Background: an optimization exercise with open tools, aiming at small area, a short achievable clock period and few clock cycles. Do not read the settings as production practice. RTL that was checked went through simulation tests only; none was proved equivalent to the original.

## the previous run
==> flow/design.v (excerpt) <==
module magnetometer_frame_heading (
	input  logic                                 clk,
	input  logic                                 arst_n,
	input  logic                                 in_valid,
	output logic                                 in_stall,
	input  logic                                 command,
	input  logic [7:0]                           rx_byte,
	output logic                                 out_valid,
	input  logic                                 out_stall,
	output logic                                 send_request,
	output logic                                 frame_done,
	output logic                                 frame_ok,
	output logic [mfh_pkg::DEG_W-1:0]            heading_deg,
	output logic [mfh_pkg::DEG_W-1:0]            tilt_xz_deg,
	output logic [mfh_pkg::DEG_W-1:0]            tilt_yz_deg,
	output logic signed [mfh_pkg::VAL_W-1:0]     field_x,
	output logic signed [mfh_pkg::VAL_W-1:0]     field_y,
	output logic signed [mfh_pkg::VAL_W-1:0]     field_z,
	input  logic                                 cfg_we,
	input  logic [0:0]                           cfg_index,
	input  logic [mfh_pkg::CFG_W-1:0]            cfg_data
);
	localparam int XW  = mfh_pkg::XW;
	localparam int YAW = mfh_pkg::YAW;
	localparam int YBW = mfh_pkg::YBW;
	localparam int SW  = mfh_pkg::SW;
	localparam int VW  = mfh_pkg::VAL_W;
	localparam int DW  = mfh_pkg::DEG_W;
	logic [15:0]          limit_q;    
	logic                 link_q;
	logic                 in_stall_q;
	logic [4:0]           pos_q;
	logic                 win_x_q, win_z_q, win_y_q, first_q;
	logic                 start_q;
	logic [15:0]          silence_q;
	logic                 armed_q;
	logic [1:0]           ph_q;
	logic                 mn_q;
	logic signed [VW-1:0] vx_q, vz_q, vy_q;
	logic [1:0]           ld_q;       
	logic                 jc_q;       
	logic                 adone_q;    
	logic                 ld_hd_q, ld_yz_q;   
  ...
Size in the first run: roughly 390 flip-flops, about 120 I/O pins, about 0.035 sq mm of cells after synthesis.
==> module mfh_cordic_step, before the edit <==
module mfh_cordic_step #(
	parameter int YW  = 34,
	parameter int SH0 = 1
) (
	input  logic [2:0]                    j,
	input  logic [mfh_pkg::XW-1:0]        x,
	input  logic signed [YW-1:0]          y,
	input  logic signed [mfh_pkg::SW-1:0] s,
	output logic [mfh_pkg::XW-1:0]        x_n,
	output logic signed [YW-1:0]          y_n,
	output logic signed [mfh_pkg::SW-1:0] s_n
);
	localparam int XW = mfh_pkg::XW;
	localparam int SW = mfh_pkg::SW;
	logic                 neg;
	logic signed [YW-1:0] yi, ysh0, ysh;
	logic signed [XW:0]   xi, xsh0, xsh;
	logic [SW-1:0]        t;
	logic signed [XW-1:0] ysh_x;
	logic [XW:0]          x_sum;
	logic [YW:0]          y_sum;
	logic [SW:0]          s_sum;
	assign neg  = y[YW-1];
	assign yi   = y ^ {YW{neg}};
	assign xi   = {1'b0, x} ^ {(XW+1){!neg}};
	assign ysh0 = yi >>> SH0;
	assign xsh0 = xi >>> SH0;
	assign ysh  = ysh0 >>> j;
	assign xsh  = xsh0 >>> j;
	assign t    = (SH0 == 1) ? mfh_pkg::atan_a(j) : mfh_pkg::atan_b(j);
	assign ysh_x = ysh;
	assign x_sum = {x, 1'b1} + {ysh_x, neg};
	assign y_sum = {y, 1'b1} + {xsh[YW-1:0], !neg};
	assign s_sum = {s, 1'b1} + {t ^ {SW{neg}}, neg};
	assign x_n = x_sum[XW:1];
	assign y_n = y_sum[YW:1];
	assign s_n = s_sum[SW:1];
endmodule
==> flow/config.mk <==
export PLATFORM = sky130hd
export DESIGN_NAME = magnetometer_frame_heading
export DESIGN_NICKNAME = magnetometer_frame_heading
export VERILOG_FILES = /design/flow/design.v
export SDC_FILE = /design/flow/constraint.sdc
export NUM_CORES = 4
export LEC_CHECK = 0
export ABC_AREA = 1
export CAP_MARGIN = 20
export CORE_MARGIN = 2
export CORE_UTILIZATION = 45
export SETUP_SLACK_MARGIN = 3.5
export SLEW_MARGIN = 20
==> flow/constraint.sdc <==
create_clock -name core_clock -period 7.5 [get_ports {clk}]
set_input_delay 1.5000 -clock core_clock [delete_from_list [all_inputs] [get_ports {clk}]]
set_output_delay 1.5000 -clock core_clock [all_outputs]
set_load 0.01 [all_outputs]
run.sh (not shown) runs the stock make flow with config.mk's settings and CLKGATE_MAP_FILE= SYNTH_SCRIPT=/design/flow/synth_recipe.tcl, a recipe that flattens the netlist after the stock synthesis.
Testbench counts of the previous run, summed over its fixed seeds: cycles 7,288.
What the current run does differently from the previous run at the input level:
--- a/flow/design.v
+++ b/flow/design.v
@@ -60,13 +60,13 @@
 );
 	localparam int XW = mfh_pkg::XW;
 	localparam int SW = mfh_pkg::SW;
 	logic                 neg;
 	logic signed [YW-1:0] yi, ysh0, ysh;
 	logic signed [XW:0]   xi, xsh0, xsh;
-	logic [SW-1:0]        t;
+	logic [SW-1:0]        t, ts;
 	logic signed [XW-1:0] ysh_x;
 	logic [XW:0]          x_sum;
 	logic [YW:0]          y_sum;
 	logic [SW:0]          s_sum;
 	assign neg  = y[YW-1];
 	assign yi   = y ^ {YW{neg}};
@@ -76,13 +76,14 @@
 	assign ysh  = ysh0 >>> j;
 	assign xsh  = xsh0 >>> j;
 	assign t    = (SH0 == 1) ? mfh_pkg::atan_a(j) : mfh_pkg::atan_b(j);
 	assign ysh_x = ysh;
 	assign x_sum = {x, 1'b1} + {ysh_x, neg};
 	assign y_sum = {y, 1'b1} + {xsh[YW-1:0], !neg};
-	assign s_sum = {s, 1'b1} + {t ^ {SW{neg}}, neg};
+	assign ts    = neg ? -t : t;     
+	assign s_sum = {s, 1'b0} + {ts, 1'b0};
 	assign x_n = x_sum[XW:1];
 	assign y_n = y_sum[YW:1];
 	assign s_n = s_sum[SW:1];
 endmodule
 module magnetometer_frame_heading (
 	input  logic                                 clk,
## What came out
Worst-case headroom to the max-slew limit for the current run is higher than for the previous run.
[compare] base=the previous run new=the current run: share of synthesized area spent on multiplexers fell by 0.27 points.
The met1 routing resource usage after global routing number comes out higher for the current run vs the previous run.
[compare] base=the previous run new=the current run: required time of the critical path moved up.
Between the previous run and the current run, the final cell count does not differ in any meaningful way.
The RTL of the current run was laid out without a check of its function.

==> separate check: timing with driven ports <==
The results above use ideal ports. As a check the final layouts listed here were re-extracted and re-timed, cells and wires unchanged. Step 1 (the two cells are an assumption about what drives the block):
set clk [get_ports {clk}]
set_driving_cell -lib_cell sky130_fd_sc_hd__clkbuf_16 $clk
set_driving_cell -lib_cell sky130_fd_sc_hd__buf_2 [delete_from_list [all_inputs] $clk]
Step 2 times the ports against the registers' clock, not the clock port: input delays grow and output delays shrink by t, the midpoint of the rising clock arrivals with the driver on. Three values: no drivers, after step 1, after step 2; two values: the first two.
run | t, ns | slack for setup (ns) | slew at the worst register clock pin (ns) | worst slew at a driven data input, ns
the previous run | 0.661 | 3.623 / 3.623 / 3.060 | 0.06 / 0.06 | 0.05
the current run | 0.674 | 3.175 / 3.175 / 3.038 | 0.06 / 0.06 | 0.05
After both steps setup and hold are still met in every run listed. For the previous run, which loses most, drivers alone change the setup slack by 0.000 ns; drivers and shift together by -0.563 ns.
